What follows belongs to an exercise in optimizing a design on an open flow for small area, a short achievable clock period and few clock cycles per item; a production flow would make more cautious choices.
Only simulation tests tie the RTL to the original design; equivalence was not proved.
Power and IR drop assume default switching activity.

$ cat flow/config.mk
export PLATFORM = sky130hd
export DESIGN_NAME = chacha_stream
export DESIGN_NICKNAME = chacha_stream
export VERILOG_FILES = /design/flow/design.v
export SDC_FILE = /design/flow/constraint.sdc
export NUM_CORES = 4
export LEC_CHECK = 0
export CAP_MARGIN = 20
export CORE_MARGIN = 2
export CORE_UTILIZATION = 40
export SLEW_MARGIN = 20
$ cat flow/constraint.sdc
create_clock -name core_clock -period 15.0 [get_ports {clk}]
set_input_delay 3.0000 -clock core_clock [delete_from_list [all_inputs] [get_ports {clk}]]
set_output_delay 3.0000 -clock core_clock [all_outputs]
set_load 0.01 [all_outputs]
$ cat flow/design.v
module chacha_stream (
   input  logic       clk,
   input  logic       rst_n,
   input  logic       in_valid,
   input  logic       in_first,
   input  logic [1:0] in_sel,
   input  logic [7:0] in_data,
   output logic       in_ready,
   input  logic       start,
   input  logic       hold,
   output logic       busy,
   output logic       out_valid,
   input  logic       out_ready,
   output logic [7:0] out_data,
   output logic       out_last,
   output logic       ctr_wrap,
   output logic [1:0] dbg_state
);
   logic       s_idle;          
   logic       ov_q;            
   logic       bz_q;            
   logic       run_q;           
   logic       done_q;          
   logic [6:0] cnt;             
   logic [5:0] k;               
   logic       last_q;          
   logic       transfer;        
   logic       out_hs, last_hs;
   assign in_ready  = s_idle;
   assign busy      = bz_q;
   assign out_valid = ov_q;
   assign out_last  = last_q;
   assign dbg_state = {ov_q, bz_q};
   assign transfer = done_q && !ov_q;
   assign out_hs   = ov_q && out_ready;
   assign last_hs  = out_hs && last_q;
   logic [7:0] key_b   [32];
   logic [7:0] nonce_b [12];
   logic [7:0] ctr_b   [4];
   logic [5:0] kptr;            
   logic [3:0] nptr;            
   logic [2:0] cptr;            
   logic       wrap_q;
   logic [31:0] ctr_w, ctr_inc;
   assign ctr_w   = {ctr_b[3], ctr_b[2], ctr_b[1], ctr_b[0]};
   assign ctr_inc = ctr_w + 32'd1;
   logic       wr_beat;
   logic [5:0] kpos;
   logic [3:0] npos;
   logic [2:0] cpos;
   always_comb begin
      wr_beat = in_valid && s_idle;
      kpos    = in_first ? 6'd0 : kptr;
      npos    = in_first ? 4'd0 : nptr;
      cpos    = in_first ? 3'd0 : cptr;
   end
   always_ff @(posedge clk) begin
      if (!rst_n) begin
         for (int i = 0; i < 32; i++) key_b[i] <= '0;
         for (int i = 0; i < 12; i++) nonce_b[i] <= '0;
         for (int i = 0; i < 4; i++) ctr_b[i] <= '0;
         kptr   <= '0;
         nptr   <= '0;
         cptr   <= '0;
         wrap_q <= 1'b0;
      end else begin
         if (wr_beat && in_sel == 2'd0) begin
            kptr <= (kpos < 6'd32) ? kpos + 6'd1 : kpos;
            for (int i = 0; i < 32; i++) if (kpos == 6'(i)) key_b[i] <= in_data;
         end
         if (wr_beat && in_sel == 2'd1) begin
            nptr <= (npos < 4'd12) ? npos + 4'd1 : npos;
            for (int i = 0; i < 12; i++) if (npos == 4'(i)) nonce_b[i] <= in_data;
         end
         if (wr_beat && in_sel == 2'd2) begin
            cptr <= (cpos < 3'd4) ? cpos + 3'd1 : cpos;
            for (int i = 0; i < 4; i++) if (cpos == 3'(i)) ctr_b[i] <= in_data;
         end
         if (last_hs) begin
            ctr_b[0] <= ctr_inc[7:0];
            ctr_b[1] <= ctr_inc[15:8];
            ctr_b[2] <= ctr_inc[23:16];
            ctr_b[3] <= ctr_inc[31:24];
            if (&ctr_w) wrap_q <= 1'b1;
         end
      end
   end
   assign ctr_wrap = wrap_q;
   logic [7:0] in_byte [64];
   localparam logic [127:0] SIGMA = {32'h6b206574, 32'h79622d32, 32'h3320646e, 32'h61707865};
   always_comb begin
      for (int i = 0; i < 16; i++) in_byte[i] = SIGMA[8*i +: 8];
      for (int i = 0; i < 32; i++) in_byte[16 + i] = key_b[i];
      for (int i = 0; i < 4; i++) in_byte[48 + i] = ctr_b[i];
      for (int i = 0; i < 12; i++) in_byte[52 + i] = nonce_b[i];
   end
   logic [31:0] w [16];
   logic [31:0] ld [16];         
   always_comb begin
      for (int i = 0; i < 16; i++)
         ld[i] = {in_byte[4*i+3], in_byte[4*i+2], in_byte[4*i+1], in_byte[4*i]};
      if (!s_idle) ld[12] = ctr_inc;
   end
   logic        load_work;
   logic [1:0]  stp;
   logic        diag;
   assign load_work = s_idle || transfer;
   assign stp  = cnt[1:0];
   assign diag = cnt[2];
   function automatic logic [31:0] rotl(input logic [31:0] x, input int n);
      rotl = (x << n) | (x >> (32 - n));
   endfunction
   logic [31:0] xs [4];          
   logic [31:0] ys [4];          
   always_comb begin
      for (int j = 0; j < 4; j++) begin
         if (!stp[0]) begin
            xs[j] = w[j] + w[4 + j];
            ys[j] = w[12 + j] ^ xs[j];
         end else begin
            xs[j] = w[8 + j] + w[12 + j];
            ys[j] = w[4 + j] ^ xs[j];
         end
      end
   end
   always_ff @(posedge clk) begin
      if (load_work) begin
         for (int i = 0; i < 16; i++) w[i] <= ld[i];
      end else if (run_q) begin
         for (int j = 0; j < 4; j++) begin
            case (stp)
               2'd0: begin
                  w[j]      <= xs[j];
                  w[12 + j] <= rotl(ys[j], 16);
               end
               2'd1: begin
                  w[8 + j]  <= xs[j];
                  w[4 + j]  <= rotl(ys[j], 12);
               end
               2'd2: begin
                  w[j]      <= xs[j];
                  w[12 + j] <= rotl(ys[j], 8);
               end
               default: begin
                  w[8 + j] <= xs[(j + 2) % 4];
                  if (!diag) begin
                     w[4 + j]  <= rotl(ys[(j + 1) % 4], 7);
                     w[12 + j] <= w[12 + (j + 3) % 4];
                  end else begin
                     w[4 + j]  <= rotl(ys[(j + 3) % 4], 7);
                     w[12 + j] <= w[12 + (j + 1) % 4];
                  end
               end
            endcase
         end
      end
   end
   always_ff @(posedge clk) begin
      if (!rst_n) begin
         s_idle <= 1'b1;
         run_q  <= 1'b0;
         done_q <= 1'b0;
         ov_q   <= 1'b0;
         bz_q   <= 1'b0;
      end else begin
         if (s_idle && start) begin
            s_idle <= 1'b0;
            run_q  <= 1'b1;
            bz_q   <= 1'b1;
         end
         if (run_q && cnt == 7'd79) begin
            run_q  <= 1'b0;
            done_q <= 1'b1;
         end
         if (transfer) begin
            run_q  <= 1'b1;
            done_q <= 1'b0;
            ov_q   <= 1'b1;
            bz_q   <= 1'b0;
         end
         if (last_hs) begin
            ov_q   <= 1'b0;
            bz_q   <= 1'b1;
         end
      end
   end
   always_ff @(posedge clk) begin
      if (load_work)  cnt <= '0;
      else if (run_q) cnt <= cnt + 7'd1;
   end
   logic [31:0] ob [16];
   always_ff @(posedge clk) begin
      if (transfer) for (int i = 0; i < 16; i++) ob[i] <= w[i];
   end
   logic [7:0] od_q, nx_q, ns_q;
   logic       cy_q;
   logic [5:0] fidx;            
   logic [7:0] fx;
   logic [31:0] fw;
   logic [8:0] bsum;
   always_comb begin
      fidx = k + 6'd2;
      fw   = ob[fidx[5:2]];
      fx   = fw[8*fidx[1:0] +: 8];
      bsum = {1'b0, nx_q} + {1'b0, ns_q} + {8'd0, cy_q && (k[1:0] != 2'd3)};
   end
   always_ff @(posedge clk) begin
      if (transfer) begin
         {cy_q, od_q} <= {1'b0, w[0][7:0]} + {1'b0, in_byte[0]};
         nx_q   <= w[0][15:8];
         ns_q   <= in_byte[1];
         k      <= 6'd0;
         last_q <= 1'b0;
      end else if (out_hs) begin
         {cy_q, od_q} <= bsum;
         nx_q   <= fx;
         ns_q   <= in_byte[fidx];
         k      <= k + 6'd1;
         last_q <= (k == 6'd62);
      end
   end
   assign out_data = od_q;
endmodule
$ cat flow/run.sh
#!/bin/bash
# synth_recipe.tcl (not shown) runs the flow's synth.tcl, then flattens the netlist and writes it again
# the make line also repeats each setting of config.mk as NAME=value (left out here)
make -C /OpenROAD-flow-scripts/flow DESIGN_CONFIG=/design/flow/config.mk WORK_HOME=/design/flow/orfs CLKGATE_MAP_FILE= SYNTH_SCRIPT=/design/flow/synth_recipe.tcl finish
==> summary.txt, run 1 <==
Worst setup path
  • Worst r2r dst: w[7][4]$_DFFE_PP_
  • Worst path top cell family by delay: compound AO/OA/AOI/OAI gates
  • CP Capture Type: flip-flop
  • R2r worst-path depth: 11
  • Critical Path AT: 7.57 ns
  • Kind of critical path: flip-flop to flip-flop
  • CP required: 15.50 ns
  • Crit Path Max Fanout: 8
  • Worst path depth: 11
  • Flop2flop setup slack: 7.94 ns
  • CP max stage cell: o31ai_2
  • Worst Setup EP: w[7][4]$_DFFE_PP_
  • Worst path bufs/invs: 0
  • Crit start category: flip-flop
  • Critical-path cell list: ha_1, nand4_1, or3_4, or3_1, o32ai_2, o311ai_4, a21oi_4, a21oi_1, a311oi_2, a31oi_1, o31ai_2
  • FF-to-FF Start: w[6][20]$_DFFE_PP_
  • Crit path from: w[6][20]$_DFFE_PP_
  • Slowest stage delay, CP: 1.13 ns

Route
  • Via-to-Cell Ratio: 7.12
  • WL met2: 219,000 um
  • Per-cell routed wire length: 46.5 um
  • Initial DRC Count: 16,400
  • Met3 WL: 78,400 um
  • Detailed-route via count: 85,900
  • M1 wire length: 202,000 um
  • Total wire length: 561,000 um
  • Antenna-violating nets left: 0
  • Initial DRT Pass Iterations: 13
  • Drt drc: 0
  • Top layer used by detailed routing: met5

STA
  • Fin. Hold Viols: 0
  • Setup violators final: 0
  • Minimum clock period: 7.06 ns
  • Slew Limit Headroom: 0.0631
  • Setup TNS: 0 ns
  • Max Transition Viols Final: 0
  • Worst setup slack after layout: 7.94 ns
  • Maximum clock frequency: 142 MHz
  • RSZ-0062 raised after global routing: no
  • Slew at the pin with the worst max-slew slack: 1.39 ns
  • Clock skew: 0.0468 ns
  • Post-route clock period utilization: 0.471

Logic synthesis
  • Dominant synthesized flop cell: edfxtp_1
  • Post-Synthesis Cell Area: 0.0861 sq mm
  • Yosys cell types: 115
  • #FFs+latches synth: 1,466
  • Syn nets: 9,449
  • EDFF count, synth: 913
  • Avg Inst Size Synth: 9.41 sq um
  • Sequential fraction of the synthesis area: 0.447
  • Gate count after technology mapping: 9,144
  • Yosys warns: 10
  • Synth async-reset ratio: 0

Cells and area
  • Area of the multi-input gates: 0.0455 sq mm
  • Final nets: 9,298
  • Layout area overhead: 12.5%
  • Layout cells sized above 1: 0.0971
  • Sequential Area: 0.0385 sq mm
  • Fin cells: 12,100
  • Finished Core Util: 0.452
  • Filler instances: 20,600
  • Design Area, Final: 0.0968 sq mm

Global routing
  • Largest net degree at the start of global routing: 156
  • All-Layer GR Usage: 0.496
  • Initial antenna violation count: 78
  • Global route overflow: 0
  • Vias in the first global route: 74,900
  • First-pass GRT wire length: 719,000 um

Floorplanning
  • Die area: 0.219 sq mm
  • Core area: 0.214 sq mm
  • Core Rows: 170
  • Die X: 468 um
  • Die Span Y: 468 um
  • I/O Pins: 32
  • Starting Density: 0.402

Outcome
  • Outcome: finished clean

Pwr
  • Cell Pwr Density: 193 mW/mm^2
  • Pleak: 35.4 nW
  • Max VDD drop: 0.201 mV

CTS
  • Clock slew at reported path FFs: 0.06 ns
  • Clk sinks: 1,466
  • CTS Buffer Depth: 3
  • CTS tree: yes
  • CTS root buffer: clkbuf_16
  • Clock latency (worst-skew pair): 0.88 ns
  • Post-CTS setup repair buffer count: 0
  • # hold bufs at CTS: 0
  • Total CTS buffers: 175
  • CTS H-tree lvls: 4
  • Post-cts sizing count: 0

Placed design
  • Pre-CTS setup slack: 7.83 ns
  • GP Congestion: 1.11
  • Post-Place Cells: 11,600
  • HPWL Detailed: 413,000 um
  • Input/output buffers: 30
  • Placed cell areas: 0.0906 sq mm

Job
  • Total of max-cap violations: 0

Worst hold path
  • Min-Delay Path Class: flip-flop to flip-flop
[how the worst min path moves through the flow]
stage                     startpoint                  end  depth (start not counted)
2_1_floorplan  w[1][30]$_SDFFE_PN0P_  ob[1][30]$_DFFE_PP_                          0
3_3_place_gp      w[11][0]$_DFFE_PP_  ob[11][0]$_DFFE_PP_                          0
3_5_place_dp   w[1][30]$_SDFFE_PN0P_  ob[1][30]$_DFFE_PP_                          0
4_1_cts           w[11][0]$_DFFE_PP_  ob[11][0]$_DFFE_PP_                          0
5_1_grt           w[11][0]$_DFFE_PP_  ob[11][0]$_DFFE_PP_                          0
6_report           w[8][2]$_DFFE_PP_   ob[8][2]$_DFFE_PP_                          0
[metrics by stage]
step | hold WS [ns] | power [mW]
after floorplan | 0.431 | 8.89
after global placement | 0.441 | 13.3
after detailed placement | 0.442 | 13.4
after CTS | 0.455 | 17.8
after global routing | 0.464 | 18.6
final | 0.458 | 18.6
[layout by cell type (no fill, tap or decap), types with 44 or more instances in the layout]
cell          n
o21ai_1      44
nor3_1      123
edfxtp_1    913
o211ai_1     89
buf_4       302
mux2i_1     475
a22o_1       63
a31oi_1      72
ha_1        270
xnor2_1     275
a211oi_1    117
clkbuf_1     47
dfxtp_1     550
o21ai_0     554
clkbuf_16   179
inv_1        83
and3_1       52
a222oi_1     83
diode_2      81
nand3_1     358
a22oi_1     188
nand4_1      80
mux2_2       69
a21oi_1     738
nor2_1      921
a221oi_1    149
xor2_1      175
a21o_1      115
nand2_1    1116
o22ai_1      68
[cell families (layout without fill, tap and decap cells)]
kind of cell | Yosys count | in the layout | share of synthesized area
xor+xnor | 501 | 501 | 0.0589
compound gates | 2651 | 2651 | 0.201
simple gates | 2873 | 2873 | 0.144
mux | 599 | 599 | 0.0724
flops | 1466 | 1466 | 0.447
other cells | 0 | 81 | 0
fa+ha+maj | 288 | 288 | 0.0427
buf+inv | 766 | 767 | 0.0343
[sequential cells by signal, summed over array words and instances (netlist names)]
register,cells
run_q,1
cptr,3
ob,512
cy_q,1
bz_q,1
nonce_b,96
s_idle,1
w,512
cnt,7
k,6
key_b,256
nptr,4
ns_q,8
done_q,1
wrap_q,1
od_q,8
last_q,1
nx_q,8
ov_q,1
kptr,6
ctr_b,32
[area by class of cell]
type	count	area share
multi-input cells	6912	0.470
diodes	81	0.00209
clock inverters	79	0.00892
clock buffers	250	0.0515
well taps	2838	0.0367
flip-flops and latches	1466	0.398
inverters	90	0.00377
repair buffers	348	0.0291
[report_power, final]
part | switching (mW) | total (mW) | leakage, nW | internal, mW
Combinational | 6.39 | 8.78 | 19.2 | 2.39
Clock | 1.94 | 4.50 | 2.85 | 2.56
Sequential | 0.629 | 5.36 | 13.4 | 4.73
Total | 8.96 | 18.6 | 35.4 | 9.68
[synthesized netlist by cell type (24+ instances only)]
cell type / number / share of area
a222oi_1: 83 / 0.0097
mux2_2: 69 / 0.0090
and2_1: 26 / 0.0019
buf_2: 46 / 0.0027
a31oi_1: 72 / 0.0052
edfxtp_1: 913 / 0.32
ha_1: 278 / 0.040
inv_1: 83 / 0.0036
nor3_1: 124 / 0.0072
nand3_1: 358 / 0.021
nand2b_1: 29 / 0.0021
mux2i_1: 516 / 0.060
and3_1: 52 / 0.0038
a21o_1: 115 / 0.010
a22o_1: 63 / 0.0064
clkbuf_1: 544 / 0.024
xor2_1: 176 / 0.018
xnor3_1: 40 / 0.010
o22ai_1: 68 / 0.0049
a21oi_1: 762 / 0.044
nor2_1: 937 / 0.041
a221oi_1: 150 / 0.015
a211oi_1: 118 / 0.010
buf_1: 81 / 0.0035
xnor2_1: 276 / 0.028
nor2b_1: 24 / 0.0017
nand4_1: 80 / 0.0058
dfxtp_1: 553 / 0.13
o21a_1: 40 / 0.0035
nand2_1: 1120 / 0.049
o21ai_0: 595 / 0.035
o21bai_1: 32 / 0.0028
o211ai_1: 89 / 0.0078
a22oi_1: 188 / 0.016
[per-layer routing]
layer | global-route usage | vias up
met3 | 0.205 | 1968
met5 | 0 | -
li1 | - | 33900
met2 | 0.671 | 7590
met4 | 0.437 | 34
met1 | 0.600 | 42400
Testbench counts, summed over its fixed seeds: cycles 44,006, items 29,056.
==> run 2: changes to the inputs <==
--- a/flow/design.v
+++ b/flow/design.v
@@ -110,49 +110,61 @@
    function automatic logic [31:0] rotl(input logic [31:0] x, input int n);
       rotl = (x << n) | (x >> (32 - n));
    endfunction
-   logic [31:0] xs [4];          
-   logic [31:0] ys [4];          
+   logic [31:0] r0 [4], r1 [4], r2 [4], r3 [4];
+   logic [31:0] xs [4], ys [4];
    always_comb begin
       for (int j = 0; j < 4; j++) begin
-         if (!stp[0]) begin
-            xs[j] = w[j] + w[4 + j];
-            ys[j] = w[12 + j] ^ xs[j];
-         end else begin
-            xs[j] = w[8 + j] + w[12 + j];
-            ys[j] = w[4 + j] ^ xs[j];
-         end
+         xs[j] = r0[j] + r1[j];
+         ys[j] = r3[j] ^ xs[j];
       end
    end
    always_ff @(posedge clk) begin
       if (load_work) begin
-         for (int i = 0; i < 16; i++) w[i] <= ld[i];
+         for (int j = 0; j < 4; j++) begin
+            r0[j] <= ld[j];
+            r1[j] <= ld[4 + j];
+            r2[j] <= ld[8 + j];
+            r3[j] <= ld[12 + j];
+         end
       end else if (run_q) begin
          for (int j = 0; j < 4; j++) begin
+            r3[j] <= r1[j];
             case (stp)
                2'd0: begin
-                  w[j]      <= xs[j];
-                  w[12 + j] <= rotl(ys[j], 16);
+                  r0[j] <= r2[j];
+                  r1[j] <= rotl(ys[j], 16);
+                  r2[j] <= xs[j];
                end
                2'd1: begin
-                  w[8 + j]  <= xs[j];
-                  w[4 + j]  <= rotl(ys[j], 12);
+                  r0[j] <= r2[j];
+                  r1[j] <= rotl(ys[j], 12);
+                  r2[j] <= xs[j];
                end
                2'd2: begin
-                  w[j]      <= xs[j];
-                  w[12 + j] <= rotl(ys[j], 8);
+                  r0[j] <= r2[j];
+                  r1[j] <= rotl(ys[j], 8);
+                  r2[j] <= xs[j];
                end
                default: begin
-                  w[8 + j] <= xs[(j + 2) % 4];
+                  r1[j] <= rotl(ys[(j + 2) % 4], 7);
                   if (!diag) begin
-                     w[4 + j]  <= rotl(ys[(j + 1) % 4], 7);
-                     w[12 + j] <= w[12 + (j + 3) % 4];
+                     r0[j] <= r2[(j + 1) % 4];
+                     r2[j] <= xs[(j + 3) % 4];
                   end else begin
-                     w[4 + j]  <= rotl(ys[(j + 3) % 4], 7);
-                     w[12 + j] <= w[12 + (j + 1) % 4];
+                     r0[j] <= r2[(j + 3) % 4];
+                     r2[j] <= xs[(j + 1) % 4];
                   end
                end
             endcase
          end
+      end
+   end
+   always_comb begin
+      for (int j = 0; j < 4; j++) begin
+         w[j]      = r0[j];
+         w[4 + j]  = r1[j];
+         w[8 + j]  = r2[j];
+         w[12 + j] = r3[j];
       end
    end
    always_ff @(posedge clk) begin
==> flow/flow/run.sh (new file) <==
#!/bin/bash
# Standard layout (the standard.sh: standard synthesis, floorplan, place,
# CTS, route, finish), with timing repair asked to leave setup margin so the
# layout reaches a shorter period than the clock constraint requires.  The
# SDC (clock period, I/O delays, loads) is the standard flow's, unchanged.
export SETUP_SLACK_MARGIN=11
bash standard.sh > standard.log 2>&1
==> flow/standard.sh (new file) <==
#!/bin/bash
# synth_recipe.tcl (not shown) runs the flow's synth.tcl, then flattens the netlist and writes it again
# the make line also repeats each setting of config.mk as NAME=value (left out here)
make -C /OpenROAD-flow-scripts/flow DESIGN_CONFIG=/design/flow/config.mk WORK_HOME=/design/flow/orfs CLKGATE_MAP_FILE= SYNTH_SCRIPT=/design/flow/synth_recipe.tcl "${@:-finish}"
--- a/flow/config.mk
+++ b/flow/config.mk
@@ -7,5 +7,5 @@
 export LEC_CHECK = 0
 export CAP_MARGIN = 20
 export CORE_MARGIN = 2
-export CORE_UTILIZATION = 40
+export CORE_UTILIZATION = 35
 export SLEW_MARGIN = 20
removed: flow/run.sh
==> summary.txt, run 2 <==
Outcome
  • Outcome: finished clean

Floorplanning
  • Core area: 0.220 sq mm (+2.5%)
  • Die Span Y: 474 um (+1.2%)
  • Die area: 0.224 sq mm (+2.5%)
  • Starting Density: 0.352 (-0.0501)
  • Die X: 474 um (+1.2%)
  • I/O Pins: 32 (unchanged)
  • Core Rows: 172 (+1.2%)

Worst setup path
  • CP required: 12.00 ns (-3.50 ns)
  • Kind of critical path: flip-flop to output pin
  • Slowest stage delay, CP: 0.44 ns (-0.69 ns)
  • Critical-path cell list: buf_2
  • Worst path top cell family by delay: flip-flops
  • Crit Path Max Fanout: 1 (-7)
  • CP max stage cell: edfxtp_1
  • R2r worst-path depth: 11 (unchanged)
  • FF-to-FF Start: k[2]$_SDFFE_PP0P_
  • Worst r2r dst: ns_q[2]$_SDFFE_PP0P_
  • Crit start category: flip-flop
  • Worst path bufs/invs: 1 (+1)
  • Flop2flop setup slack: 10.65 ns (+2.71 ns)
  • Critical Path AT: 1.47 ns (-6.10 ns)
  • CP Capture Type: output pin

Placed design
  • Placed cell areas: 0.0813 sq mm (-10%)
  • HPWL Detailed: 363,000 um (-12%)
  • Input/output buffers: 30 (unchanged)
  • Pre-CTS setup slack: 8.40 ns (+0.571 ns)
  • GP Congestion: 1.12 (+0.88%)

Global routing
  • Global route overflow: 0 (unchanged)
  • Largest net degree at the start of global routing: 144 (-7.7%)
  • First-pass GRT wire length: 646,000 um (-10%)
  • Initial antenna violation count: 71 (-9.0%)
  • All-Layer GR Usage: 0.433 (-0.0634)
  • Vias in the first global route: 68,000 (-9.3%)

STA
  • Fin. Hold Viols: 0 (unchanged)
  • Clock skew: 0.0471 ns (+0.000231 ns)
  • Worst setup slack after layout: 10.53 ns (+2.60 ns)
  • Setup violators final: 0 (unchanged)
  • Minimum clock period: 4.47 ns (-2.60 ns)
  • Slew Limit Headroom: 0.0644 (+0.00127)
  • Max Transition Viols Final: 0 (unchanged)
  • Setup TNS: 0 ns (unchanged)
  • Slew at the pin with the worst max-slew slack: 1.40 ns (+0.00406 ns)
  • Post-route clock period utilization: 0.298 (-0.173)
  • Maximum clock frequency: 224 MHz (+58%)
  • RSZ-0062 raised after global routing: yes

Pwr
  • Pleak: 33.5 nW (-5.4%)
  • Cell Pwr Density: 135 mW/mm^2 (-30%)
  • Max VDD drop: 0.120 mV (-40%)

Cells and area
  • Area of the multi-input gates: 0.0403 sq mm (-11%)
  • Design Area, Final: 0.0941 sq mm (-2.8%)
  • Largest registers: ob x512, key_b x256
  • Reg with most FFs: ob
  • Layout area overhead: 21.9%
  • Layout cells sized above 1: 0.173 (+0.0758)
  • Filler instances: 21,100 (+2.4%)
  • Finished Core Util: 0.429 (-0.0233)
  • Sequential Area: 0.0386 sq mm (+0.17%)
  • Max reg flops: 512
  • Commonest non-fill, non-tap cells in the layout: 1,282 x nand2_1, 913 x edfxtp_1, 867 x a21oi_1, 598 x nor2_1, 523 x dfxtp_1
  • Final nets: 8,457 (-9.0%)
  • Most common cell after layout, fill and taps aside: nand2_1

Job
  • Total of max-cap violations: 0 (unchanged)

Route
  • Total wire length: 503,000 um (-10%)
  • Drt drc: 0 (unchanged)
  • Initial DRC Count: 15,800 (-3.8%)
  • Antenna-violating nets left: 0 (unchanged)
  • Per-cell routed wire length: 44.4 um (-4.6%)
  • Detailed-route via count: 77,100 (-10%)
  • Initial DRT Pass Iterations: 7 (-6)
  • Via-to-Cell Ratio: 6.80 (-4.4%)

Logic synthesis
  • Syn nets: 8,347 (-12%)
  • Dominant synthesized flop cell: edfxtp_1
  • Area share of the largest cell type after synthesis: 0.355 (+0.0366)
  • Yosys cell types: 116 (+0.87%)
  • Top cell type by total area after synthesis: edfxtp_1
  • Gate count after technology mapping: 8,170 (-11%)
  • Sequential fraction of the synthesis area: 0.499 (+0.0513)
  • Top cells by area, synth: edfxtp_1 36%, dfxtp_1 14%, nand2_1 6.5%, a21oi_1 6.0%, mux2i_1 4.8%
  • #FFs+latches synth: 1,466 (unchanged)
  • Count leader, synth: nand2_1
  • Yosys warns: 14 (+4)
  • Post-Synthesis Cell Area: 0.0772 sq mm (-10%)
  • EDFF count, synth: 913 (unchanged)
  • Avg Inst Size Synth: 9.45 sq um (+0.40%)
  • Top cells by instance count after synthesis: 1,337 x nand2_1, 926 x a21oi_1, 913 x edfxtp_1, 654 x nor2_1, 553 x dfxtp_1
  • Synth async-reset ratio: 0 (unchanged)

CTS
  • CTS tree: yes
  • Clock latency (worst-skew pair): 0.87 ns (about the same)
  • CTS root buffer: clkbuf_16
  • Clk sinks: 1,466 (unchanged)
  • Clock slew at reported path FFs: 0.06 ns (about the same)
  • CTS H-tree lvls: 4 (unchanged)
  • Total CTS buffers: 172 (-1.7%)
  • # hold bufs at CTS: 0 (unchanged)
  • CTS Buffer Depth: 3 (unchanged)

Worst hold path
  • Hold path startpoint: r3[1][31]$_DFFE_PP_
  • Worst hold endpoint: ob[13][31]$_DFFE_PP_
  • Hold Path Depth: 0 (unchanged)
  • Min-Delay Path Class: flip-flop to flip-flop
==> run 2: changes by cell type after synthesis, moves of 124 or more <==
cell     change
nor2_1     -283
nand2_1    +217
xnor2_1    -172
a21oi_1    +164
mux2i_1    -143
ha_1       -124
==> run 2: through the flow <==
stage	total power [mW]	cells	hold slack [ns]
4_1_cts	12.3	11200	0.453
3_5_place_dp	7.55	10700	0.444
3_3_place_gp	7.53	10700	0.442
2_1_floorplan	6.06	8170	0.428
6_report	12.7	11300	0.455
5_1_grt	12.8	11300	0.467
==> run 2: layer usage <==
| layer | vias to the layer above | part of all wire | track usage |
|---|---|---|---|
| met2 | 6656 | 0.39 | 0.586 |
| met4 | 26 | 0.093 | 0.316 |
| met5 | - | 0.00035 | 0.000649 |
| met1 | 38300 | 0.37 | 0.542 |
| met3 | 1526 | 0.15 | 0.186 |
| li1 | 30600 | - | - |
==> run 2: worst max-delay path by stage <==
stage	start	endpoint	slack, ns	cells past startpoint
2_1_floorplan	out_ready	ns_q[2]$_SDFFE_PP0P_	10.55	10
3_3_place_gp	in_first	key_b[22][3]$_SDFFE_PN0P_	8.47	10
3_5_place_dp	in_first	key_b[22][4]$_SDFFE_PN0P_	8.40	10
4_1_cts	od_q[0]$_DFFE_PP_	out_data[0]	10.49	1
5_1_grt	od_q[0]$_DFFE_PP_	out_data[0]	10.52	1
6_report	od_q[0]$_DFFE_PP_	out_data[0]	10.53	1
==> run 2: where the power goes <==
part	total, mW	switching [mW]	internal (mW)
Sequential	4.84	0.303	4.53
Combinational	3.44	2.39	1.06
Clock	4.43	1.90	2.53
Total	12.7	4.59	8.13
==> run 2: cells by family after synthesis <==
group / share of synthesized area
buffers and inverters: 0.0349
DFF: 0.499
muxes: 0.0532
adders and majority gates: 0.0265
AOI/OAI and AO/OA: 0.206
and+or+nand+nor: 0.147
xor gates and xnor gates: 0.0336
==> run 2: layout make-up <==
class | count | area share
clock inverters | 69 | 0.00844
diodes | 34 | 0.000904
multi-input cells | 6023 | 0.428
well taps | 2871 | 0.0382
clock buffers | 253 | 0.0531
flip-flops and latches | 1466 | 0.410
repair inverters | 2 | 0.000186
inverters | 73 | 0.00368
repair buffers | 542 | 0.0574
==> run 2: timing repair <==
action,4_1_cts,5_1_grt
buffers inserted,177,72
endpoints found under the setup margin,729,480
pin swaps,111,84
gates resized for setup,702,242
cloned,16,6
endpoints found under the hold margin,0,0
Testbench counts of run 2, summed over its fixed seeds: cycles 44,006, items 29,056.
==> run 3: changes to the inputs <==
--- a/flow/design.v
+++ b/flow/design.v
@@ -104,7 +104,7 @@
    logic        load_work;
    logic [1:0]  stp;
    logic        diag;
-   assign load_work = s_idle || transfer;
+   assign load_work = s_idle || done_q;
    assign stp  = cnt[1:0];
    assign diag = cnt[2];
    function automatic logic [31:0] rotl(input logic [31:0] x, input int n);
@@ -126,7 +126,7 @@
             r2[j] <= ld[8 + j];
             r3[j] <= ld[12 + j];
          end
-      end else if (run_q) begin
+      end else begin
          for (int j = 0; j < 4; j++) begin
             r3[j] <= r1[j];
             case (stp)
@@ -184,9 +184,11 @@
             run_q  <= 1'b0;
             done_q <= 1'b1;
          end
-         if (transfer) begin
+         if (done_q) begin
             run_q  <= 1'b1;
             done_q <= 1'b0;
+         end
+         if (transfer) begin
             ov_q   <= 1'b1;
             bz_q   <= 1'b0;
          end
@@ -211,7 +213,7 @@
    logic [31:0] fw;
    logic [8:0] bsum;
    always_comb begin
-      fidx = k + 6'd2;
+      fidx = transfer ? 6'd1 : k + 6'd2;
       fw   = ob[fidx[5:2]];
       fx   = fw[8*fidx[1:0] +: 8];
       bsum = {1'b0, nx_q} + {1'b0, ns_q} + {8'd0, cy_q && (k[1:0] != 2'd3)};
@@ -220,7 +222,7 @@
       if (transfer) begin
          {cy_q, od_q} <= {1'b0, w[0][7:0]} + {1'b0, in_byte[0]};
          nx_q   <= w[0][15:8];
-         ns_q   <= in_byte[1];
+         ns_q   <= in_byte[fidx];
          k      <= 6'd0;
          last_q <= 1'b0;
       end else if (out_hs) begin
==> summary.txt, run 3 <==
Route
  • Via-to-Cell Ratio: 6.71 (-1.4%)
  • Detailed-route via count: 71,500 (-7.3%)
  • Antenna-violating nets left: 0 (unchanged)
  • Per-cell routed wire length: 44.9 um (+1.3%)
  • Total wire length: 479,000 um (-4.8%)
  • Initial DRC Count: 13,200 (-16%)
  • Drt drc: 0 (unchanged)
  • Initial DRT Pass Iterations: 9 (+2)

Worst hold path
  • Hold path startpoint: r0[3][16]$_SDFF_PN0_
  • Min-Delay Path Class: flip-flop to flip-flop

Logic synthesis
  • EDFF count, synth: 537 (-41%)
  • Post-Synthesis Cell Area: 0.0710 sq mm (-8.0%)
  • Yosys warns: 14 (unchanged)
  • Area share of and/or/nand/nor cells after synthesis: 0.148 (+0.000826)
  • Sequential fraction of the synthesis area: 0.489 (-0.00946)
  • Yosys cell types: 108 (-6.9%)
  • Top cells by instance count after synthesis: 1,225 x nand2_1, 929 x dfxtp_1, 689 x a21oi_1, 537 x edfxtp_1, 515 x nor2_1
  • Syn nets: 7,803 (-6.5%)
  • Synth Area in Adders: 0.0285 (+0.00196)
  • Largest family of logic cells by synthesized area: compound AO/OA/AOI/OAI gates
  • Top cell type by total area after synthesis: dfxtp_1
  • Count leader, synth: nand2_1
  • Area share of the largest cell type after synthesis: 0.262 (-0.0932)
  • Avg Inst Size Synth: 9.31 sq um (-1.5%)
  • Synth Area in Compound Gates: 0.203 (-0.00256)
  • Dominant synthesized flop cell: dfxtp_1
  • Top cells by area, synth: dfxtp_1 26%, edfxtp_1 23%, nand2_1 6.5%, mux2i_1 5.3%, a21oi_1 4.9%
  • Post-Synth XOR/XNOR Area: 0.0378 (+0.00414)
  • Gate count after technology mapping: 7,628 (-6.6%)
  • Multiplexer share of the synthesized area: 0.0563 (+0.00316)
  • #FFs+latches synth: 1,466 (unchanged)
  • Synth async-reset ratio: 0 (unchanged)

Worst setup path
  • Crit Path Max Fanout: 16 (+15)
  • CP max stage cell: o211ai_1
  • CP required: 15.57 ns (+3.57 ns)
  • Critical-path cell list: buf_6, nand2b_4, buf_12, buf_16, o21ai_4, nand3_4, buf_6, nor2_4, buf_6, a22o_1, a221oi_1, nand3_2, o211ai_1, nand3_2
  • Critical Path Most Common Cell: buf_6
  • Kind of critical path: flip-flop to flip-flop
  • FF-to-FF Start: ov_q$_SDFFE_PP0P_
  • Crit path from: ov_q$_SDFFE_PP0P_
  • Slowest stage delay, CP: 0.98 ns (+0.54 ns)
  • Critical Path AT: 5.16 ns (+3.69 ns)
  • CP Capture Type: flip-flop
  • Crit start category: flip-flop

Cells and area
  • Most common cell after layout, fill and taps aside: nand2_1
  • Reg with most FFs: ob
  • Finished Core Util: 0.438 (+0.00903)
  • Commonest non-fill, non-tap cells in the layout: 1,187 x nand2_1, 896 x dfxtp_1, 626 x a21oi_1, 537 x edfxtp_1, 488 x nor2_1
  • Layout cells sized above 1: 0.180 (+0.00718)
  • Sequential Area: 0.0348 sq mm (-9.8%)
  • Final nets: 7,942 (-6.1%)
  • Fin cells: 10,700 (-6.0%)
  • Layout area overhead: 24.5%
  • Filler instances: 19,500 (-7.8%)
  • Largest registers: ob x512, key_b x256
  • Area of the multi-input gates: 0.0377 sq mm (-6.4%)
  • Max reg flops: 512 (unchanged)

CTS
  • Clock latency (worst-skew pair): 0.90 ns (+0.03 ns)
  • CTS Buffer Depth: 3 (unchanged)
  • CTS root buffer: clkbuf_16
  • Clock slew at reported path FFs: 0.07 ns (about the same)
  • Clk sinks: 1,466 (unchanged)
  • CTS tree: yes
  • Total CTS buffers: 169 (-1.7%)
  • CTS H-tree lvls: 4 (unchanged)

Floorplanning
  • Die Span Y: 454 um (-4.1%)
  • Core area: 0.202 sq mm (-8.0%)
  • I/O Pins: 32 (unchanged)
  • Die area: 0.206 sq mm (-8.0%)
  • Core Rows: 165 (-4.1%)
  • Die X: 454 um (-4.1%)
  • Starting Density: 0.352 (about the same)

Global routing
  • Global route overflow: 0 (unchanged)
  • First-pass GRT wire length: 612,000 um (-5.4%)
  • Largest net degree at the start of global routing: 164 (+14%)
  • Vias in the first global route: 63,200 (-7.0%)
  • Initial antenna violation count: 80 (+13%)
  • All-Layer GR Usage: 0.447 (+0.0144)

STA
  • Clock skew: 0.0625 ns (+0.0154 ns)
  • Fin Hold WS: 0.435 ns (-0.0202 ns)
  • Post-route clock period utilization: 0.306 (+0.00789)
  • Max Transition Viols Final: 0 (unchanged)
  • RSZ-0062 raised after global routing: yes
  • Minimum clock period: 4.59 ns (+0.118 ns)
  • Slew at the pin with the worst max-slew slack: 1.43 ns (+0.0373 ns)
  • Maximum clock frequency: 218 MHz (-2.6%)
  • Slew Limit Headroom: 0.0441 (-0.0203)
  • Fin. Hold Viols: 0 (unchanged)
  • Setup violators final: 0 (unchanged)
  • Setup TNS: 0 ns (unchanged)

Placed design
  • Input/output buffers: 30 (unchanged)
  • HPWL Detailed: 337,000 um (-7.0%)
  • Post-Place Cells: 10,000 (-6.5%)
  • GP Congestion: 1.08 (-3.8%)

Pwr
  • Max VDD drop: 0.133 mV (+10%)
  • Cell Pwr Density: 135 mW/mm^2 (+0.14%)
  • Pleak: 31.8 nW (-5.1%)
  • Pwr Total: 12.0 mW (-6.0%)

Job
  • Total of max-cap violations: 0 (unchanged)

Outcome
  • Outcome: finished clean
-- run 3: cell types whose count changed in the layout (fill, tap and decap cells not counted), sizes merged, moves of 24 or more --
cell / change
edfxtp: -376
nand3: +39
diode: +33
o21ai: -84
nand2: -116
nor2: -142
dfxtp: +376
a221oi: -26
a22oi: +75
a211oi: +49
a32oi: -24
a21o: -30
a21oi: -240
-- run 3: final timing paths --
kind / end / slack (ns) / cells past startpoint
min: ob[3][16]$_DFFE_PP_ / 0.43 / 0
max: ns_q[1]$_DFFE_PP_ / 10.41 / 14
min reg2reg: ob[3][16]$_DFFE_PP_ / 0.43 / 0
max reg2reg: ns_q[1]$_DFFE_PP_ / 10.41 / 14
-- run 3: what timing repair did --
item / in CTS / in global routing
buffers inserted: 148 / 89
hold buffers: 0 / 0
setup endpoints to repair: 607 / 420
gates cloned: 22 / 6
pin swaps: 82 / 70
gates resized for setup: 702 / 203
-- run 3: kinds of logic (layout without fill, tap and decap cells) --
group / after synthesis / count (layout)
flip-flops: 1466 / 1466
AO/OA/AOI/OAI: 2232 / 2232
XOR/XNOR: 282 / 282
multiplexers: 396 / 396
buffers and inverters: 657 / 940
other: 0 / 67
adder cells (fa/ha/maj): 158 / 158
AND/OR/NAND/NOR: 2437 / 2440
-- run 3: per-layer routing --
metal | track usage | share of wire | vias up | routed length, um
met5 | 0.00793 | 0.00093 | - | 443
met4 | 0.331 | 0.089 | 34 | 42600
met3 | 0.187 | 0.14 | 1415 | 68500
met2 | 0.598 | 0.39 | 5877 | 186000
met1 | 0.567 | 0.38 | 35800 | 181000
li1 | - | - | 28400 | -
-- run 3: per-stage QoR --
step / area, sq um / worst slack, ns
3_5_place_dp: 75300 / 8.17
3_3_place_gp: 75300 / 8.20
6_report: 88400 / 10.41
4_1_cts: 86200 / 10.51
5_1_grt: 88300 / 10.54
2_1_floorplan: 71500 / 10.48
-- run 3: power breakdown --
group          internal, mW  switching [mW]  total, mW
clock                  2.51            1.90       4.41
sequential             4.29           0.230       4.52
combinational         0.840            2.19       3.03
total                  7.64            4.32       12.0
-- run 3: area by class of cell --
cell class	count	area share
clock buffers	243	0.0546
inverters	55	0.00304
flip-flops and latches	1466	0.394
repair inverters	4	0.000396
well taps	2672	0.0378
diodes	67	0.00190
multi-input cells	5508	0.427
repair buffers	563	0.0708
clock inverters	75	0.0111
-- run 3: worst max-delay path, delay by kind of cell (launching register included) --
family	cells	cell delay, ns
buffers and inverters	5	1.05
AOI/OAI and AO/OA	4	1.75
DFF	1	0.42
and+or+nand+nor	5	0.97
Testbench counts of run 3, summed over its fixed seeds: cycles 44,006, items 29,056.
==> run 4: changes to the inputs <==
--- a/flow/design.v
+++ b/flow/design.v
@@ -143,17 +143,12 @@
                2'd2: begin
                   r0[j] <= r2[j];
                   r1[j] <= rotl(ys[j], 8);
-                  r2[j] <= xs[j];
+                  r2[j] <= diag ? xs[(j + 3) % 4] : xs[(j + 1) % 4];
                end
                default: begin
+                  r0[j] <= r2[j];
                   r1[j] <= rotl(ys[(j + 2) % 4], 7);
-                  if (!diag) begin
-                     r0[j] <= r2[(j + 1) % 4];
-                     r2[j] <= xs[(j + 3) % 4];
-                  end else begin
-                     r0[j] <= r2[(j + 3) % 4];
-                     r2[j] <= xs[(j + 1) % 4];
-                  end
+                  r2[j] <= diag ? xs[(j + 1) % 4] : xs[(j + 3) % 4];
                end
             endcase
          end
--- a/flow/config.mk
+++ b/flow/config.mk
@@ -8,4 +8,6 @@
 export CAP_MARGIN = 20
 export CORE_MARGIN = 2
 export CORE_UTILIZATION = 35
+export CTS_CLUSTER_DIAMETER = 100
+export CTS_CLUSTER_SIZE = 20
 export SLEW_MARGIN = 20
==> summary.txt, run 4 <==
Worst setup path
  • Critical Path AT: 1.36 ns (-3.80 ns)
  • Kind of critical path: flip-flop to output pin
  • Slowest stage delay, CP: 0.46 ns (-0.52 ns)
  • Flop2flop setup slack: 10.73 ns (+0.32 ns)
  • CP required: 12.00 ns (-3.57 ns)
  • Worst path top cell family by delay: flip-flops
  • Crit start category: flip-flop
  • Crit Path Max Fanout: 2 (-14)
  • Critical-path cell list: buf_6
  • CP Capture Type: output pin
  • CP max stage cell: dfxtp_4
  • Worst path bufs/invs: 1 (-4)

STA
  • Minimum clock period: 4.36 ns (-0.230 ns)
  • Clock skew: 0.0530 ns (-0.00952 ns)
  • Max Transition Viols Final: 0 (unchanged)
  • Maximum clock frequency: 229 MHz (+5.3%)
  • Fin Hold WS: 0.417 ns (-0.0183 ns)
  • Setup violators final: 0 (unchanged)
  • Slew Limit Headroom: 0.164 (+0.120)
  • Setup TNS: 0 ns (unchanged)
  • RSZ-0062 raised after global routing: yes
  • Post-route clock period utilization: 0.291 (-0.0153)
  • Slew at the pin with the worst max-slew slack: 1.25 ns (-0.186 ns)
  • Fin. Hold Viols: 0 (unchanged)

Logic synthesis
  • #FFs+latches synth: 1,466 (unchanged)
  • Avg Inst Size Synth: 9.56 sq um (+2.7%)
  • Top cell type by total area after synthesis: dfxtp_1
  • Dominant synthesized flop cell: dfxtp_1
  • Yosys warns: 14 (unchanged)
  • Top cells by instance count after synthesis: 938 x nand2_1, 929 x dfxtp_1, 677 x a21oi_1, 541 x nor2_1, 537 x edfxtp_1
  • Synth async-reset ratio: 0 (unchanged)
  • Gate count after technology mapping: 7,313 (-4.1%)
  • EDFF count, synth: 537 (unchanged)
  • Sequential fraction of the synthesis area: 0.497 (+0.00776)
  • Syn nets: 7,488 (-4.0%)
  • Area share of the largest cell type after synthesis: 0.266 (+0.00416)
  • Top cells by area, synth: dfxtp_1 27%, edfxtp_1 23%, nand2_1 5.0%, a21oi_1 4.8%, mux2i_1 3.9%
  • Yosys cell types: 103 (-4.6%)
  • Count leader, synth: nand2_1
  • Post-Synthesis Cell Area: 0.0699 sq mm (-1.6%)

Cells and area
  • Layout cells sized above 1: 0.175 (-0.00519)
  • Fin cells: 10,100 (-5.6%)
  • Layout area overhead: 19.7%
  • Finished Core Util: 0.420 (-0.0176)
  • Commonest non-fill, non-tap cells in the layout: 893 x dfxtp_1, 855 x nand2_1, 575 x a21oi_1, 537 x edfxtp_1, 515 x nor2_1
  • Most common cell after layout, fill and taps aside: dfxtp_1
  • Filler instances: 19,200 (-1.3%)
  • Max reg flops: 512 (unchanged)
  • Sequential Area: 0.0348 sq mm (about the same)
  • Final nets: 7,478 (-5.8%)
  • Largest registers: ob x512, key_b x256
  • Area of the multi-input gates: 0.0372 sq mm (-1.3%)
  • Reg with most FFs: ob

Outcome
  • Outcome: finished clean

Route
  • Drt drc: 0 (unchanged)
  • Via-to-Cell Ratio: 6.88 (+2.6%)
  • Per-cell routed wire length: 43.0 um (-4.3%)
  • Detailed-route via count: 69,300 (-3.1%)
  • Total wire length: 432,000 um (-9.6%)
  • Antenna-violating nets left: 0 (unchanged)
  • Initial DRT Pass Iterations: 11 (+2)
  • Initial DRC Count: 13,100 (-0.82%)

CTS
  • Clk sinks: 1,466 (unchanged)
  • CTS Buffer Depth: 3 (unchanged)
  • CTS tree: yes
  • Total CTS buffers: 86 (-49%)
  • # hold bufs at CTS: 0 (unchanged)
  • CTS H-tree lvls: 3 (-1)
  • CTS root buffer: clkbuf_16
  • Clock slew at reported path FFs: 0.09 ns (+0.02 ns)
  • Clock latency (worst-skew pair): 0.78 ns (-0.12 ns)

Global routing
  • First-pass GRT wire length: 557,000 um (-9.0%)
  • Largest net degree at the start of global routing: 150 (-8.5%)
  • Initial antenna violation count: 48 (-40%)
  • Global route overflow: 0 (unchanged)
  • Vias in the first global route: 60,600 (-4.0%)
  • All-Layer GR Usage: 0.403 (-0.0442)

Floorplanning
  • Die Span Y: 451 um (-0.78%)
  • Die area: 0.203 sq mm (-1.5%)
  • Starting Density: 0.351 (-0.000508)
  • Die X: 451 um (-0.78%)
  • Core Rows: 164 (-0.61%)
  • Core area: 0.199 sq mm (-1.4%)
  • I/O Pins: 32 (unchanged)

Placed design
  • Input/output buffers: 30 (unchanged)
  • HPWL Detailed: 306,000 um (-9.3%)
  • GP Congestion: 1.10 (+2.5%)
  • Post-Place Cells: 9,658 (-3.4%)

Pwr
  • Pleak: 30.1 nW (-5.3%)
  • Max VDD drop: 0.100 mV (-24%)
  • Cell Pwr Density: 121 mW/mm^2 (-10%)

Job
  • Total of max-cap violations: 0 (unchanged)

Worst hold path
  • Min-Delay Path Class: flip-flop to flip-flop
[run 4: cell count changes after synthesis, sizes merged, moves of 33 or more]
cell and delta:
a22oi +63, or3 +55, nand3 -33, a211oi -42
nand2 -287, mux2i -105, and2 +68, o21ai -173
a221oi +50
[run 4: power breakdown]
part | leakage, nW | internal (mW) | switching (mW)
clock | 1.21 | 1.12 | 1.48
combinational | 16.4 | 0.853 | 2.17
sequential | 12.5 | 4.28 | 0.240
total | 30.1 | 6.26 | 3.89
[run 4: worst paths after layout]
kind,start,cells after the start,endpoint
worst max-delay path,wrap_q$_SDFFE_PN0P_,1,ctr_wrap
worst min-delay path,r2[0][23]$_DFF_P_,0,ob[8][23]$_DFFE_PP_
worst min register to register,r2[0][23]$_DFF_P_,0,ob[8][23]$_DFFE_PP_
worst max register to register,r1[0][5]$_DFF_P_,11,r1[0][3]$_DFF_P_
[run 4: final cells by class]
type,instances,area share
Tap cell,2656,0.0397
Multi-Input combinational cell,5207,0.445
Sequential cell,1466,0.416
Timing Repair Buffer,462,0.0628
Clock buffer,145,0.0289
Timing Repair inverter,4,0.000449
Inverter,76,0.00413
Antenna cell,34,0.00102
Clock inverter,11,0.00162
[run 4: logic make-up (layout without fill, tap and decap cells)]
| group | count (synthesis) | in the layout | share of synthesized area |
|---|---|---|---|
| multiplexers | 301 | 301 | 0.0437 |
| buffers and inverters | 640 | 698 | 0.0364 |
| AO/OA/AOI/OAI | 2214 | 2214 | 0.213 |
| other | 0 | 34 | 0 |
| adder cells (fa/ha/maj) | 158 | 158 | 0.0289 |
| XOR/XNOR | 255 | 255 | 0.0350 |
| flip-flops | 1466 | 1466 | 0.497 |
| AND/OR/NAND/NOR | 2279 | 2279 | 0.146 |
[run 4: stage by stage]
stage | setup WS, ns | cell area, sq um | power [mW]
2_1_floorplan | 10.48 | 70500 | 5.62
3_3_place_gp | 8.06 | 73600 | 6.99
3_5_place_dp | 8.06 | 73600 | 7.00
4_1_cts | 10.61 | 80800 | 9.76
5_1_grt | 10.66 | 83600 | 10.2
6_report | 10.64 | 83600 | 10.1
[run 4: timing repair]
item                                    CTS  global route
gates resized for setup                 691           369
endpoints found under the setup margin  747           497
setup buffers                           114            70
gates cloned                             13            16
pin swaps                                69           164
[run 4: layer usage]
layer | GRT usage | part of all wire | vias up
li1 | - | - | 27200
met5 | 0 | 0.00082 | -
met3 | 0.172 | 0.16 | 1571
met4 | 0.289 | 0.095 | 32
met1 | 0.508 | 0.36 | 34100
met2 | 0.545 | 0.38 | 6324
Testbench counts of run 4, summed over its fixed seeds: cycles 44,006, items 29,056.
==> run 5: changes to the inputs <==
--- a/flow/design.v
+++ b/flow/design.v
@@ -110,11 +110,30 @@
    function automatic logic [31:0] rotl(input logic [31:0] x, input int n);
       rotl = (x << n) | (x >> (32 - n));
    endfunction
+   function automatic logic [31:0] add32(input logic [31:0] a, input logic [31:0] b);
+      logic [31:0] p0, g, p, gn, pn;
+      p0 = a ^ b;
+      g  = a & b;
+      p  = p0;
+      for (int d = 1; d < 32; d = d * 2) begin
+         gn = g;
+         pn = p;
+         for (int i = 0; i < 32; i++) begin
+            if ((i / d) % 2 == 1) begin
+               gn[i] = g[i] | (p[i] & g[(i / d) * d - 1]);
+               pn[i] = p[i] & p[(i / d) * d - 1];
+            end
+         end
+         g = gn;
+         p = pn;
+      end
+      add32 = p0 ^ {g[30:0], 1'b0};
+   endfunction
    logic [31:0] r0 [4], r1 [4], r2 [4], r3 [4];
    logic [31:0] xs [4], ys [4];
    always_comb begin
       for (int j = 0; j < 4; j++) begin
-         xs[j] = r0[j] + r1[j];
+         xs[j] = add32(r0[j], r1[j]);
          ys[j] = r3[j] ^ xs[j];
       end
    end
==> summary.txt, run 5 <==
Logic synthesis
  • Yosys cell types: 86 (-17%)
  • Top cell type by total area after synthesis: dfxtp_1
  • Largest family of logic cells by synthesized area: compound AO/OA/AOI/OAI gates
  • Post-Synthesis Cell Area: 0.0668 sq mm (-4.4%)
  • Dominant synthesized flop cell: dfxtp_1
  • Synth async-reset ratio: 0 (unchanged)
  • Avg Inst Size Synth: 9.77 sq um (+2.3%)
  • Multiplexer share of the synthesized area: 0.0443 (+0.000606)
  • Gate count after technology mapping: 6,833 (-6.6%)
  • Synth Area in Compound Gates: 0.197 (-0.0159)
  • Sequential fraction of the synthesis area: 0.520 (+0.0231)
  • Area share of and/or/nand/nor cells after synthesis: 0.135 (-0.0116)
  • Synth Area in Adders: 0.0343 (+0.00539)
  • Area share of the largest cell type after synthesis: 0.279 (+0.0124)
  • Post-Synth XOR/XNOR Area: 0.0346 (-0.000416)
  • Count leader, synth: dfxtp_1
  • Yosys warns: 14 (unchanged)
  • EDFF count, synth: 537 (unchanged)
  • Top cells by area, synth: dfxtp_1 28%, edfxtp_1 24%, nand2_1 5.0%, a21oi_1 4.5%, mux2i_1 4.1%
  • Top cells by instance count after synthesis: 929 x dfxtp_1, 884 x nand2_1, 607 x a21oi_1, 537 x edfxtp_1, 530 x nor2_1
  • #FFs+latches synth: 1,466 (unchanged)
  • Syn nets: 7,020 (-6.3%)

CTS
  • # hold bufs at CTS: 0 (unchanged)
  • Total CTS buffers: 84 (-2.3%)
  • Clk sinks: 1,466 (unchanged)
  • Clock slew at reported path FFs: 0.09 ns (about the same)
  • CTS Buffer Depth: 3 (unchanged)
  • CTS H-tree lvls: 3 (unchanged)
  • CTS tree: yes
  • Clock latency (worst-skew pair): 0.82 ns (+0.04 ns)
  • CTS root buffer: clkbuf_16

Cells and area
  • Reg with most FFs: ob
  • Layout cells sized above 1: 0.169 (-0.00625)
  • Filler instances: 18,200 (-5.1%)
  • Area of the multi-input gates: 0.0340 sq mm (-8.7%)
  • Final nets: 7,108 (-4.9%)
  • Commonest non-fill, non-tap cells in the layout: 906 x dfxtp_1, 826 x nand2_1, 547 x a21oi_1, 537 x edfxtp_1, 507 x nor2_1
  • Max reg flops: 512 (unchanged)
  • Largest registers: ob x512, key_b x256
  • Design Area, Final: 0.0804 sq mm (-3.8%)
  • Layout area overhead: 20.5%
  • Sequential Area: 0.0348 sq mm (about the same)
  • Most common cell after layout, fill and taps aside: dfxtp_1

STA
  • Max Transition Viols Final: 0 (unchanged)
  • Fin. Hold Viols: 0 (unchanged)
  • Slew Limit Headroom: 0.190 (+0.0255)
  • Minimum clock period: 4.39 ns (+0.0316 ns)
  • RSZ-0062 raised after global routing: yes
  • Setup TNS: 0 ns (unchanged)
  • Setup violators final: 0 (unchanged)
  • Maximum clock frequency: 228 MHz (-0.72%)
  • Post-route clock period utilization: 0.293 (+0.00211)
  • Slew at the pin with the worst max-slew slack: 1.22 ns (-0.0328 ns)
  • Fin Hold WS: 0.401 ns (-0.0152 ns)
  • Clock skew: 0.0866 ns (+0.0336 ns)

Worst setup path
  • R2r worst-path depth: 12 (+1)
  • Crit path from: s_idle$_SDFFE_PN1P_
  • Critical-path cell list: buf_16, buf_6
  • CP Capture Type: output pin
  • CP required: 12.00 ns (about the same)
  • CP max stage cell: dfxtp_4
  • Slowest stage delay, CP: 0.37 ns (-0.09 ns)
  • FF-to-FF Start: k[1]$_SDFFE_PP0P_
  • Kind of critical path: flip-flop to output pin
  • Worst Setup EP: in_ready
  • Critical Path AT: 1.39 ns (+0.03 ns)
  • Crit start category: flip-flop
  • Worst r2r dst: ns_q[7]$_DFFE_PP_
  • Flop2flop setup slack: 10.73 ns (about the same)
  • Crit Path Max Fanout: 2 (unchanged)

Global routing
  • Largest net degree at the start of global routing: 207 (+38%)
  • First-pass GRT wire length: 512,000 um (-8.0%)
  • Global route overflow: 0 (unchanged)
  • Initial antenna violation count: 61 (+27%)
  • Vias in the first global route: 56,900 (-6.2%)
  • All-Layer GR Usage: 0.389 (-0.0133)

Floorplanning
  • Core Rows: 160 (-2.4%)
  • Die X: 441 um (-2.2%)
  • I/O Pins: 32 (unchanged)
  • Starting Density: 0.352 (+0.000766)
  • Die area: 0.194 sq mm (-4.4%)
  • Die Span Y: 441 um (-2.2%)
  • Core area: 0.190 sq mm (-4.7%)

Route
  • Initial DRC Count: 11,800 (-10%)
  • Initial DRT Pass Iterations: 7 (-4)
  • Via-to-Cell Ratio: 6.69 (-2.8%)
  • Antenna-violating nets left: 0 (unchanged)
  • Drt drc: 0 (unchanged)
  • Detailed-route via count: 63,800 (-7.9%)
  • Per-cell routed wire length: 41.3 um (-4.0%)
  • Total wire length: 394,000 um (-9.0%)

Job
  • Total of max-cap violations: 0 (unchanged)

Placed design
  • GP Congestion: 1.08 (-2.2%)
  • HPWL Detailed: 267,000 um (-13%)
  • Placed cell areas: 0.0706 sq mm (-4.1%)
  • Input/output buffers: 30 (unchanged)

Pwr
  • Cell Pwr Density: 122 mW/mm^2 (+0.61%)
  • Max VDD drop: 0.102 mV (+1.9%)
  • Pleak: 29.9 nW (-0.77%)

Worst hold path
  • Min-Delay Path Class: flip-flop to flip-flop
  • Hold Path Depth: 0 (unchanged)
  • Hold path startpoint: r2[3][6]$_DFF_P_

Outcome
  • Outcome: finished clean
run 5: worst min path at each step:
stage,endpoint,slack [ns]
global placement,ob[11][5]$_DFFE_PP_,0.40
detailed placement,ob[11][2]$_DFFE_PP_,0.41
floorplan,ob[10][0]$_DFFE_PP_,0.40
global route,ob[10][6]$_DFFE_PP_,0.42
CTS,ob[11][6]$_DFFE_PP_,0.41
finish,ob[11][6]$_DFFE_PP_,0.40
run 5: where the power goes:
group          switching, mW  internal [mW]  total, mW
Combinational           1.91          0.883       2.80
Sequential             0.192           4.27       4.47
Clock                   1.45           1.10       2.55
Total                   3.56           6.26       9.82
run 5: routing by layer:
metal,vias up,GRT usage,wire [um]
met4,30,0.302,37900
met2,5498,0.541,157000
li1,25300,-,-
met1,31600,0.490,144000
met3,1389,0.136,54800
met5,-,0,368
run 5: worst max-delay path, delay by kind of cell (launching register included):
family	cells	cell delay, ns
buf+inv	2	0.23
flops	1	0.37
run 5: layout make-up:
type | count | share of cell area
repair inverters | 4 | 0.000467
repair buffers | 509 | 0.0684
diodes | 43 | 0.00134
clock inverters | 8 | 0.00114
inverters | 89 | 0.00490
flip-flops and latches | 1466 | 0.432
well taps | 2511 | 0.0391
multi-input cells | 4767 | 0.423
clock buffers | 143 | 0.0297
run 5: cell families (layout without fill, tap and decap cells):
| logic type | after synthesis | after routing |
|---|---|---|
| buffers and inverters | 606 | 753 |
| and+or+nand+nor | 2061 | 2066 |
| other | 0 | 43 |
| adders and majority gates | 170 | 170 |
| muxes | 293 | 293 |
| DFF | 1466 | 1466 |
| AOI/OAI and AO/OA | 1977 | 1978 |
| xor gates and xnor gates | 260 | 260 |
run 5: stage by stage:
stage | utilization | power, mW | setup WS [ns] | instances
4_1_cts | 0.414 | 9.49 | 10.58 | 9408
3_3_place_gp | 0.372 | 6.61 | 8.24 | 9072
5_1_grt | 0.423 | 9.90 | 10.59 | 9506
2_1_floorplan | - | 5.41 | 10.53 | 6833
3_5_place_dp | 0.372 | 6.63 | 8.19 | 9074
6_report | 0.424 | 9.82 | 10.61 | 9540
run 5: timing repair:
action                     CTS  global route
setup endpoints to repair  676           463
cloned                      17             8
gates resized for setup    719           166
setup buffers              166            80
pin swaps                  109            88
Testbench counts of run 5, summed over its fixed seeds: cycles 44,006, items 29,056.
==> run 6: changes to the inputs <==
--- a/flow/config.mk
+++ b/flow/config.mk
@@ -7,7 +7,7 @@
 export LEC_CHECK = 0
 export CAP_MARGIN = 20
 export CORE_MARGIN = 2
-export CORE_UTILIZATION = 35
-export CTS_CLUSTER_DIAMETER = 100
-export CTS_CLUSTER_SIZE = 20
+export CORE_UTILIZATION = 45
+export CTS_CLUSTER_DIAMETER = 80
+export CTS_CLUSTER_SIZE = 16
 export SLEW_MARGIN = 20
==> summary.txt, run 6 <==
CTS
  • Total CTS buffers: 109 (+30%)
  • CTS root buffer: clkbuf_16
  • CTS H-tree lvls: 3 (unchanged)
  • Clock latency (worst-skew pair): 0.80 ns (-0.02 ns)
  • # hold bufs at CTS: 0 (unchanged)
  • Clock slew at reported path FFs: 0.08 ns (about the same)
  • CTS Buffer Depth: 3 (unchanged)
  • Clk sinks: 1,466 (unchanged)
  • CTS tree: yes

STA
  • Setup violators final: 0 (unchanged)
  • Worst setup slack after layout: 10.48 ns (-0.135 ns)
  • Max Transition Viols Final: 0 (unchanged)
  • Clock skew: 0.0633 ns (-0.0233 ns)
  • Maximum clock frequency: 221 MHz (-3.0%)
  • RSZ-0062 raised after global routing: yes
  • Setup TNS: 0 ns (unchanged)
  • Post-route clock period utilization: 0.302 (+0.00897)
  • Fin Hold WS: 0.398 ns (-0.00319 ns)
  • Slew Limit Headroom: 0.114 (-0.0756)
  • Minimum clock period: 4.52 ns (+0.135 ns)
  • Slew at the pin with the worst max-slew slack: 1.32 ns (+0.104 ns)
  • Fin. Hold Viols: 0 (unchanged)

Floorplanning
  • Core Rows: 141 (-12%)
  • Starting Density: 0.453 (+0.101)
  • Die X: 389 um (-12%)
  • Core area: 0.147 sq mm (-22%)
  • I/O Pins: 32 (unchanged)
  • Die Span Y: 389 um (-12%)
  • Die area: 0.151 sq mm (-22%)

Logic synthesis
  • Top cell type by total area after synthesis: dfxtp_1
  • Synth async-reset ratio: 0 (unchanged)
  • Post-Synthesis Cell Area: 0.0668 sq mm (unchanged)
  • Gate count after technology mapping: 6,833 (unchanged)
  • Sequential fraction of the synthesis area: 0.520 (unchanged)
  • Top cells by area, synth: dfxtp_1 28%, edfxtp_1 24%, nand2_1 5.0%, a21oi_1 4.5%, mux2i_1 4.1%
  • #FFs+latches synth: 1,466 (unchanged)
  • Dominant synthesized flop cell: dfxtp_1
  • EDFF count, synth: 537 (unchanged)
  • Count leader, synth: dfxtp_1
  • Top cells by instance count after synthesis: 929 x dfxtp_1, 884 x nand2_1, 607 x a21oi_1, 537 x edfxtp_1, 530 x nor2_1
  • Yosys warns: 14 (unchanged)
  • Syn nets: 7,020 (unchanged)
  • Area share of the largest cell type after synthesis: 0.279 (unchanged)
  • Avg Inst Size Synth: 9.77 sq um (unchanged)
  • Yosys cell types: 86 (unchanged)

Worst hold path
  • Min-Delay Path Class: flip-flop to flip-flop

Cells and area
  • Finished Core Util: 0.544 (+0.120)
  • Layout cells sized above 1: 0.169 (about the same)
  • Reg with most FFs: ob
  • Layout area overhead: 20.2%
  • Design Area, Final: 0.0803 sq mm (-0.23%)
  • Final nets: 7,106 (-0.028%)
  • Largest registers: ob x512, key_b x256
  • Commonest non-fill, non-tap cells in the layout: 905 x dfxtp_1, 831 x nand2_1, 550 x a21oi_1, 537 x edfxtp_1, 507 x nor2_1
  • Max reg flops: 512 (unchanged)
  • Most common cell after layout, fill and taps aside: dfxtp_1

Route
  • Detailed-route via count: 65,000 (+1.9%)
  • Via-to-Cell Ratio: 7.25 (+8.3%)
  • Total wire length: 381,000 um (-3.2%)
  • Drt drc: 0 (unchanged)
  • Initial DRC Count: 12,900 (+10%)
  • Initial DRT Pass Iterations: 10 (+3)
  • Per-cell routed wire length: 42.5 um (+2.9%)
  • Antenna-violating nets left: 0 (unchanged)

Global routing
  • Initial antenna violation count: 64 (+4.9%)
  • Vias in the first global route: 57,400 (+0.95%)
  • Global route overflow: 0 (unchanged)
  • Largest net degree at the start of global routing: 155 (-25%)
  • All-Layer GR Usage: 0.482 (+0.0923)
  • First-pass GRT wire length: 498,000 um (-2.8%)

Placed design
  • HPWL Detailed: 252,000 um (-5.6%)
  • Input/output buffers: 30 (unchanged)
  • Pre-CTS setup slack: 8.27 ns (+0.0801 ns)
  • Placed cell areas: 0.0696 sq mm (-1.4%)
  • GP Congestion: 1.13 (+4.9%)

Worst setup path
  • Crit start category: flip-flop
  • Critical Path AT: 4.94 ns (+3.55 ns)
  • CP required: 15.42 ns (+3.42 ns)
  • Critical Path Most Common Cell: buf_12
  • Critical-path cell list: buf_12, ha_4, nand3_4, xor2_4, or2_4, buf_12, nor2_1, buf_4, nand2_1, o21ai_0, a221oi_1, a31oi_2, a2111oi_4, nand4_1
  • Kind of critical path: flip-flop to flip-flop
  • Flop2flop setup slack: 10.48 ns (-0.25 ns)
  • CP Capture Type: flip-flop
  • CP max stage cell: a2111oi_4
  • Slowest stage delay, CP: 0.57 ns (+0.20 ns)
  • Crit Path Max Fanout: 8 (+6)

Pwr
  • Gate power share: 0.264 (-0.021)
  • Seq pwr share: 0.438 (-0.017)
  • Int Pwr: 6.57 mW (+5.0%)
  • Cell Pwr Density: 127 mW/mm^2 (+4.1%)
  • P_sw: 3.63 mW (+2.0%)
  • Clock power share: 0.298 (+0.038)
  • Switching portion of total power: 0.356 (-0.00674)
  • Max VDD drop: 0.0958 mV (-6.2%)
  • Pleak: 30.1 nW (+0.88%)

Job
  • Total of max-cap violations: 0 (unchanged)

Outcome
  • Outcome: finished clean
[run 6: power groups by stage]
| stage | Combinational, mW | Clock (mW) | Sequential (mW) |
|---|---|---|---|
| final | 2.70 | 3.04 | 4.47 |
| after global routing | 2.63 | 3.15 | 4.46 |
| after CTS | 2.35 | 3.01 | 4.45 |
| after detailed placement | 2.00 | 0 | 4.54 |
| after global placement | 1.99 | 0 | 4.53 |
| after floorplan | 0.980 | 0 | 4.43 |
[run 6: worst paths after layout]
check / startpoint / end / cells after the start
hold / removal: r2[2][19]$_DFF_P_ / r0[2][19]$_SDFF_PN0_ / 1
setup / recovery: k[1]$_SDFFE_PP0P_ / ns_q[3]$_DFFE_PP_ / 14
hold reg to reg: r2[2][19]$_DFF_P_ / r0[2][19]$_SDFF_PN0_ / 1
setup reg to reg: k[1]$_SDFFE_PP0P_ / ns_q[3]$_DFFE_PP_ / 14
[run 6: layout make-up]
class                   count  area (sq um)
multi-input cells        4772         34000
diodes                     35          87.6
repair buffers            477          5150
inverters                  89           405
repair inverters            4          35.0
flip-flops and latches   1466         34800
clock inverters            22           310
fillers                 13100         67200
well taps                1930          2410
clock buffers             175          3050
[run 6: worst max-delay path, delay by kind of cell, from the launching register on]
kind	cells	cell delay [ns]
compound gates	4	1.45
simple gates	5	1.20
fa+ha+maj	1	0.18
xor+xnor	1	0.33
buf+inv	3	0.54
flops	1	0.41
[run 6: repair_timing]
| action | in CTS | in global routing |
|---|---|---|
| cloned | 21 | 8 |
| gates resized for setup | 684 | 228 |
| pin swaps | 110 | 77 |
| setup buffers | 149 | 76 |
| setup endpoints to repair | 799 | 476 |
[run 6: cell families (layout without fill, tap and decap cells)]
| kind of cell | count (synthesis) | count (layout) | synth area share |
|---|---|---|---|
| compound gates | 1977 | 1979 | 0.197 |
| xor+xnor | 260 | 260 | 0.0346 |
| fa+ha+maj | 170 | 170 | 0.0343 |
| buf+inv | 606 | 767 | 0.0352 |
| flops | 1466 | 1466 | 0.520 |
| mux | 293 | 293 | 0.0443 |
| other cells | 0 | 35 | 0 |
| simple gates | 2061 | 2070 | 0.135 |
[run 6: per-layer routing]
| metal | part of all wire | GRT usage | vias to the layer above |
|---|---|---|---|
| li1 | - | - | 25300 |
| met1 | 0.35 | 0.597 | 31800 |
| met2 | 0.38 | 0.636 | 6114 |
| met3 | 0.17 | 0.234 | 1699 |
| met4 | 0.097 | 0.367 | 64 |
| met5 | 0.0019 | 0 | - |
[run 6: stage by stage]
step	power [mW]	cells
after global placement	6.52	8481
after detailed placement	6.54	8483
after floorplan	5.41	6833
final	10.2	8970
after CTS	9.81	8850
after global routing	10.2	8942

## port drivers added, routing unchanged
The results above use ideal ports. As a check the final layouts listed here were re-extracted and re-timed, cells and wires unchanged. Step 1 (the two cells are an assumption about what drives the block):
set clk [get_ports {clk}]
set_driving_cell -lib_cell sky130_fd_sc_hd__clkbuf_16 $clk
set_driving_cell -lib_cell sky130_fd_sc_hd__buf_2 [delete_from_list [all_inputs] $clk]
Step 2 also shifts input and output timing later by t, the mid clock arrival at the registers, as if the neighbouring blocks saw the same clock. a / b / c = ideal ports / drivers / drivers and shift; a / b = the first two.
run	shift t [ns]	slack for setup (ns)	hold WS [ns]	clock arrival spread, ns	cell pins on the clock port's net
run 1	0.956	7.936 / 7.936 / 7.665	0.458 / 0.458 / 0.458	0.048 / 0.048	1
run 2	0.940	10.531 / 10.439 / 9.957	0.455 / 0.455 / 0.455	0.050 / 0.050	1
run 3	0.967	10.412 / 10.412 / 10.003	0.435 / 0.435 / 0.435	0.063 / 0.063	1
run 4	0.843	10.642 / 10.553 / 9.994	0.417 / 0.417 / 0.417	0.054 / 0.053	1
run 5	0.859	10.611 / 10.528 / 10.155	0.401 / 0.401 / 0.401	0.087 / 0.087	1
run 6	0.859	10.476 / 10.476 / 10.114	0.398 / 0.398 / 0.398	0.069 / 0.069	1
After both steps setup and hold are still met in every run listed. For run 4, which loses most, drivers alone change the setup slack by -0.089 ns; drivers and shift together by -0.648 ns.
